What follows belongs to an exercise in optimizing a design on an open flow for small area and a short achievable clock period; a production flow would make more cautious choices.
The RTL was checked by simulation tests, not by an equivalence proof against the original design.

== exp/juniper ==
## cpu_top
module cpu_top (
    input  logic        clk,
    input  logic        reset,
    input  logic        run,
    input  logic        prog_valid,
    input  logic [15:0] prog_addr,
    input  logic [31:0] prog_word,
    output logic        prog_ready,
    output logic        retire_valid,
    output logic [31:0] retire_pc,
    output logic [31:0] retire_instr,
    output logic        retire_we,
    output logic [4:0]  retire_rd,
    output logic [31:0] retire_value
);
    localparam logic [6:0] op_reg   = 7'b0110011;
    localparam logic [6:0] op_imm   = 7'b0010011;
    localparam logic [6:0] op_lui   = 7'b0110111;
    localparam logic [6:0] op_load  = 7'b0000011;
    localparam logic [6:0] op_store = 7'b0100011;
    logic [31:0] imem [32];
    logic [31:0] dmem [32];
    logic [31:0] regs [1:31];
    logic [4:0]  pc;
    logic [31:0] ir;
    logic [31:0] sum_q, oth_q, dsel_q;
    logic        a31_q, b31_q;
    logic        st_q, wr_q, legal_q;
    logic        s_sum_q, s_oth_q, s_rev_q, s_slt_q;
    logic [1023:0] imem_flat, regs_flat, dmem_flat;
    always_comb begin
        for (int i = 0; i < 32; i++) begin
            imem_flat[32*i +: 32] = imem[i];
            dmem_flat[32*i +: 32] = dmem[i];
            regs_flat[32*i +: 32] = (i == 0) ? 32'b0 : regs[i];
        end
    end
    logic [4:0]  rd;
    logic        wen;
    logic        slt;
    logic [31:0] wb;
    assign rd  = ir[11:7];
    assign wen = run && wr_q;
    assign slt = (a31_q == b31_q) ? a31_q : sum_q[31];
    logic [31:0] ld_lo_n, ld_hi_n, oth_n, oth_rev;
    rdport_half u_dmem_rd (.sel(dsel_q), .words(dmem_flat), .lo_n(ld_lo_n), .hi_n(ld_hi_n));
    always_comb begin
        for (int i = 0; i < 32; i++)
            oth_rev[i] = oth_q[31-i];
    end
  ...
Size: ~160 I/O pins, roughly 130,000 µm² of cells after synthesis.
Settings: LEC_CHECK=0, CAP_MARGIN=20, CORE_MARGIN=2, CORE_UTILIZATION=40, SETUP_SLACK_MARGIN=1.0, SLEW_MARGIN=20, SYNTH_HIERARCHICAL=1; clock period 13.0 ns.
standard.sh (not shown) runs the stock make flow with config.mk's settings and CLKGATE_MAP_FILE= SYNTH_SCRIPT=/design/flow/synth_recipe.tcl, a recipe that flattens the netlist after the stock synthesis.
==> flow/flow/run.sh <==
#!/bin/bash
# Own layout flow: the standard synthesis, then every combinational cell set to its
# smallest size, then the standard ORFS layout with timing repair aimed well below the clock
# period, small clock-tree buffers and plain port buffers.
set -euo pipefail
R=orfs/results/$FLOW_PLATFORM/cpu_top/base
KNOBS=(
  "SETUP_SLACK_MARGIN=7.5"
  "TNS_END_PERCENT=10"
  "CTS_BUF_LIST=sky130_fd_sc_hd__clkbuf_16"
  "CTS_CLUSTER_SIZE=28"
  "CTS_CLUSTER_DIAMETER=90"
  "BUFFER_PORTS_ARGS=-buffer_cell sky130_fd_sc_hd__buf_2"
)
bash standard.sh synth > log_synth.txt 2>&1
RESULTS=$R openroad -no_init -exit flow/downsize.tcl > log_downsize.txt 2>&1
touch $R/1_synth.sdc
bash standard.sh "${KNOBS[@]}" finish > log_layout.txt 2>&1
==> flow/flow/downsize.tcl <==
# Area recovery before floorplanning: every combinational cell of the synthesized netlist is
# set to the smallest cell of its own family (same logic function, e.g. a22oi_2 -> a22oi_1).
# Flip-flops and tie cells are left as synthesis made them. Timing repair later sizes up
# the cells that need it.
set results $::env(RESULTS)
read_db $results/1_synth.odb
set db [ord::get_db]
set block [ord::get_db_block]

proc family {name} {
    if {[regexp {^(sky130_fd_sc_hd__[a-z0-9]+)_([0-9]+)$} $name -> base drive]} {
        return $base
    }
    return ""
}

set skip {df edf sdf sedf dl conb tap fill decap lpflow probe clkdly dlygate}
array set best {}
array set best_area {}
foreach lib [$db getLibs] {
    foreach m [$lib getMasters] {
        set n [$m getName]
        set fam [family $n]
        if {$fam eq ""} { continue }
        set a [expr {double([$m getWidth]) * [$m getHeight]}]
        if {![info exists best($fam)] || $a < $best_area($fam)} {
            set best($fam) $m
            set best_area($fam) $a
        }
    }
}

set swapped 0
set kept 0
foreach inst [$block getInsts] {
    set m [$inst getMaster]
    set n [$m getName]
    set fam [family $n]
    if {$fam eq ""} { incr kept; continue }
    set short [string range $fam 17 end]
    set hit 0
    foreach s $skip {
        if {[string match "${s}*" $short]} { set hit 1; break }
    }
    if {$hit} { incr kept; continue }
    set a [expr {double([$m getWidth]) * [$m getHeight]}]
    if {$best_area($fam) < $a} {
        $inst swapMaster $best($fam)
        incr swapped
    }
}
puts "downsize: swapped $swapped instances, kept $kept"
write_db $results/1_synth.odb
exp/juniper closes out successfully: all stages finished, all timing, DRC and antenna checks passed.
What exp/nickel does differently from exp/juniper at the input level:
-- flow/flow/run.sh --
<<< exp/juniper, line 9
  "TNS_END_PERCENT=10"
  "CTS_BUF_LIST=sky130_fd_sc_hd__clkbuf_16"
  "CTS_CLUSTER_SIZE=28"
  "CTS_CLUSTER_DIAMETER=90"
  "BUFFER_PORTS_ARGS=-buffer_cell sky130_fd_sc_hd__buf_2"
)
>>> exp/nickel, line 9
  "TNS_END_PERCENT=10"
  "CTS_BUF_LIST=sky130_fd_sc_hd__clkbuf_16"
  "CTS_CLUSTER_SIZE=24"
  "CTS_CLUSTER_DIAMETER=80"
  "CORE_UTILIZATION=55"
  "BUFFER_PORTS_ARGS=-buffer_cell sky130_fd_sc_hd__buf_2"
)
--- outcome ---
Measured against exp/juniper, the via count normalized by instance count of exp/nickel comes out at 1.11 times the reference value. Measured against each other, exp/nickel and exp/juniper differ in share of the clock period used by the worst path, the higher figure coming from exp/juniper. On routed wire length, exp/juniper beats exp/nickel. Re non-clock buffer contribution to total cell area: exp/nickel and exp/juniper aren't equal, and the lower value belongs to exp/juniper.
The inputs of exp/umber differ from those of exp/nickel as listed below.
-- flow/flow/run.sh --
<<< exp/nickel, line 12
  "CTS_CLUSTER_DIAMETER=80"
  "CORE_UTILIZATION=55"
  "BUFFER_PORTS_ARGS=-buffer_cell sky130_fd_sc_hd__buf_2"
)
>>> exp/umber, line 12
  "CTS_CLUSTER_DIAMETER=80"
  "CORE_UTILIZATION=55"
  "PRE_IO_PLACEMENT_TCL=$PWD/flow/io.tcl"
  "BUFFER_PORTS_ARGS=-buffer_cell sky130_fd_sc_hd__buf_2"
)
-- flow/flow/downsize.tcl --
<<< exp/nickel, line 44
    }
    if {$hit} { incr kept; continue }
    set a [expr {double([$m getWidth]) * [$m getHeight]}]
    if {$best_area($fam) < $a} {
>>> exp/umber, line 44
    }
    if {$hit} { incr kept; continue }
    # the last gates of the load-data path to retire_value keep drive strength 2
    set keep 0
    foreach it [$inst getITerms] {
        if {[$it isOutputSignal] && [$it getNet] ne "NULL"} {
            set nn [[$it getNet] getName]
            foreach pat {ld_lo_n* ld_hi_n* wb* retire_value*} {
                if {[string match $pat $nn]} { set keep 1 }
            }
        }
    }
    if {$keep} {
        set m2 [$db findMaster "${fam}_2"]
        if {$m2 ne "NULL"} { $inst swapMaster $m2; incr swapped }
        continue
    }
    set a [expr {double([$m getWidth]) * [$m getHeight]}]
    if {$best_area($fam) < $a} {
==> flow/flow/io.tcl (new file) <==
# Keep run next to the outputs that follow it combinationally.
set_io_pin_constraint -group -order -pin_names {prog_ready retire_valid run retire_we}
==> comparison <==
exp/umber vs exp/nickel — number of non-filler instances in the completed layout dropped slightly
Diff exp/nickel -> exp/umber: fmax decreased about 2%, utilization went down 1.2 points, worst hold slack held steady, final worst slack fell 130 ps, max-slew headroom at the worst pin climbed 0.45 points.
Summary of exp/umber over exp/nickel: first-pass GRT wire length down 2.6%, global-route usage down 1.1 points, floorplan die area flat.

[port drivers added, routing unchanged]
How much do the figures lean on ideal ports? The routed layouts below were timed once more, with nothing changed but the port constraints. Step 1: set_driving_cell puts a clkbuf_16 on clk and a buf_2 on each other input, an assumption about the parent block. Step 2 adds t to the input delays and takes it off the output delays; t is the mean of the earliest and latest rising clock arrival at the registers after step 1. Input paths then give back, and output paths get back, about the clock's delay inside the block. Slacks: ideal ports / drivers / drivers and shift; pairs: ideal ports / drivers.
run | t, ns | slack for setup (ns) | hold WS [ns] | worst register clock-pin slew, ns | worst data-port slew with drivers (ns)
exp/juniper | 0.975 | 6.946 / 6.544 / 5.631 | 0.642 / 0.642 / 0.642 | 0.11 / 0.11 | 0.45
exp/nickel | 0.944 | 7.062 / 6.795 / 5.879 | 0.644 / 0.644 / 0.644 | 0.10 / 0.10 | 0.34
exp/umber | 0.965 | 6.936 / 6.489 / 5.530 | 0.641 / 0.641 / 0.641 | 0.10 / 0.10 | 0.58
After both steps setup and hold are still met in every run listed. The setup slack of exp/umber, which loses most, moves by -0.447 ns with the drivers and by -1.406 ns with both steps.
